This is an optimization exercise on Yosys and OpenROAD, whose aim is small area, not a production implementation.
Only simulation tests tie the RTL to the original design; equivalence was not proved.

Design regfile_scoreboard_imm, start of the top module:
module regfile_scoreboard_imm
#(
  parameter int XLEN   = 32,
  parameter int NREGS  = 32,
  parameter int BYPASS = 1,
  localparam int AW    = $clog2(NREGS)
) (
  input  logic             clk,
  input  logic             rst,
  input  logic [31:0]      inst,
  input  logic             issue_valid,
  input  logic             wb_valid,
  input  logic [AW-1:0]    wb_rd,
  input  logic [XLEN-1:0]  wb_data,
  output logic [XLEN-1:0]  rs1_data,
  output logic [XLEN-1:0]  rs2_data,
  output logic [XLEN-1:0]  imm,
  output logic             stall,
  output logic [NREGS-1:0] busy_vec
);
  localparam int NT = NREGS;
  localparam int NG = (NT - 2) / 3;
  logic [NREGS-1:1][XLEN-1:0] regs;
  logic [NREGS-1:1][XLEN-1:0] regs_d;
  logic [NREGS-1:1] busy;
  logic [AW-1:0]    rs1, rs2, rd;
  logic [6:0]       opcode;
  logic             use_rs1, use_rs2, writes_op, writes_rd;
  logic             rs1_byp, rs2_byp, rd_wb, issue_fire;
  logic [NREGS-1:1] dec_rs1, dec_rs2, dec_rd, dec_wb;
  logic [NREGS-1:1] wr_en, wr_hold;
  logic [NREGS-1:1] nwb;   
  logic [NT-1:0]    sel1, sel2;
  assign rs1    = inst[19:15];
  assign rs2    = inst[24:20];
  assign rd     = inst[11:7];
  ...
For scale: roughly 3500 cells after synthesis, ~1000 flip-flops, ~200 I/O pins, ~0.041 sq mm of cells after synthesis.
==> flow/config.mk <==
export PLATFORM = sky130hd
export DESIGN_NAME = regfile_scoreboard_imm
export DESIGN_NICKNAME = regfile_scoreboard_imm
export VERILOG_FILES = /design/flow/design.v
export SDC_FILE = /design/flow/constraint.sdc
export NUM_CORES = 4
export LEC_CHECK = 0
export CAP_MARGIN = 20
export CORE_ASPECT_RATIO = 2
export CORE_MARGIN = 2
export CORE_UTILIZATION = 40
export SETUP_SLACK_MARGIN = 0.5
export SLEW_MARGIN = 20
export SYNTH_HIERARCHICAL = 1
export SYNTH_MINIMUM_KEEP_SIZE = 0
==> flow/constraint.sdc <==
create_clock -name core_clock -period 7.0 [get_ports {clk}]
set_input_delay 1.4000 -clock core_clock [delete_from_list [all_inputs] [get_ports {clk}]]
set_output_delay 1.4000 -clock core_clock [all_outputs]
set_load 0.01 [all_outputs]
standard.sh (not shown) runs the stock make flow with config.mk's settings and CLKGATE_MAP_FILE= SYNTH_SCRIPT=/design/flow/synth_recipe.tcl, a recipe that flattens the netlist after the stock synthesis.
==> flow/flow/run.sh <==
#!/bin/bash
# Standard layout with the smallest port buffers, internal buffers from
# timing-driven global placement removed before the placement repair
# (which re-buffers only nets that still violate slew or capacitance), and
# a clock tree built from small sink clusters of mid-size clock buffers
# without dummy loads.
set -euo pipefail
export BUFFER_PORTS_ARGS="-buffer_cell sky130_fd_sc_hd__buf_1"
export PRE_RESIZE_TCL="$PWD/flow/rmbuf.tcl"
export CTS_ARGS="-sink_clustering_enable -repair_clock_nets -dont_use_dummy_load -buf_list {sky130_fd_sc_hd__clkbuf_8} -sink_clustering_size 14 -sink_clustering_max_diameter 50"
bash standard.sh > flow_make.log 2>&1
==> flow/flow/rmbuf.tcl <==
# Remove the buffers that timing-driven global placement added inside the
# design (port buffers stay), so that repair_design below re-buffers only
# the nets that still violate slew or capacitance limits.
set rmbuf_block [ord::get_db_block]
set rmbuf_list {}
foreach rmbuf_inst [$rmbuf_block getInsts] {
  set rmbuf_m [[$rmbuf_inst getMaster] getName]
  if {![regexp {^sky130_fd_sc_hd__buf_[0-9]+$} $rmbuf_m]} continue
  set rmbuf_port 0
  foreach rmbuf_it [$rmbuf_inst getITerms] {
    set rmbuf_n [$rmbuf_it getNet]
    if {$rmbuf_n ne "NULL" && [llength [$rmbuf_n getBTerms]] > 0} { set rmbuf_port 1 }
  }
  if {!$rmbuf_port} { lappend rmbuf_list [$rmbuf_inst getName] }
}
puts "Removing [llength $rmbuf_list] internal buffers"
if {[llength $rmbuf_list] > 0} {
  set rmbuf_cells [get_cells $rmbuf_list]
  if {[llength $rmbuf_cells] == [llength $rmbuf_list]} {
    rsz::remove_buffers_cmd $rmbuf_cells
  }
}
Edit:
==> flow/flow/run.sh (replaced) <==
#!/bin/bash
# Standard layout with smaller port buffers, internal buffers from
# timing-driven global placement removed before the placement repair
# (which re-buffers only nets that still violate slew or capacitance), and
# a clock tree built from small sink clusters of mid-size clock buffers
# without dummy loads.
set -euo pipefail
export BUFFER_PORTS_ARGS="-buffer_cell sky130_fd_sc_hd__buf_2"
export PRE_RESIZE_TCL="$PWD/flow/rmbuf.tcl"
export CTS_ARGS="-sink_clustering_enable -repair_clock_nets -dont_use_dummy_load -buf_list {sky130_fd_sc_hd__clkbuf_8} -sink_clustering_size 16 -sink_clustering_max_diameter 50"
bash standard.sh > flow_make.log 2>&1
Synthesized cell count is unchanged.
Clock-buffer cell count fell by 9.
Die area stays the same.
Global-route usage rose by 0.38 points.
Setup slack is better by 59 ps.
Via count barely changes.

-- port drivers added, routing unchanged --
The results above use ideal ports. As a check the final layouts listed here were re-extracted and re-timed, cells and wires unchanged.
Step 1 (the two cells are an assumption about what drives the block):
set clk [get_ports {clk}]
set_driving_cell -lib_cell sky130_fd_sc_hd__clkbuf_16 $clk
set_driving_cell -lib_cell sky130_fd_sc_hd__buf_2 [delete_from_list [all_inputs] $clk]
Step 2 moves the port delays by t, midway between the first and last clock arrival at a register: inputs arrive t later, outputs are due t later. That takes back most of the time a late clock gives input paths.
Slacks: no drivers / after step 1 / after step 2; pairs: no drivers / after step 1.
| run | t (ns) | setup slack, ns | hold WS [ns] | worst setup path at the end |
|---|---|---|---|---|
| the first run | 0.849 | 0.427 / 0.367 / 0.367 | 0.502 / 0.502 / 0.502 | input to output |
| the second run | 0.873 | 0.486 / 0.460 / 0.460 | 0.506 / 0.506 / 0.506 | input to output |
After both steps every run listed still meets setup and hold. For the first run, which loses most, drivers alone change the setup slack by -0.060 ns; drivers and shift together by -0.060 ns.
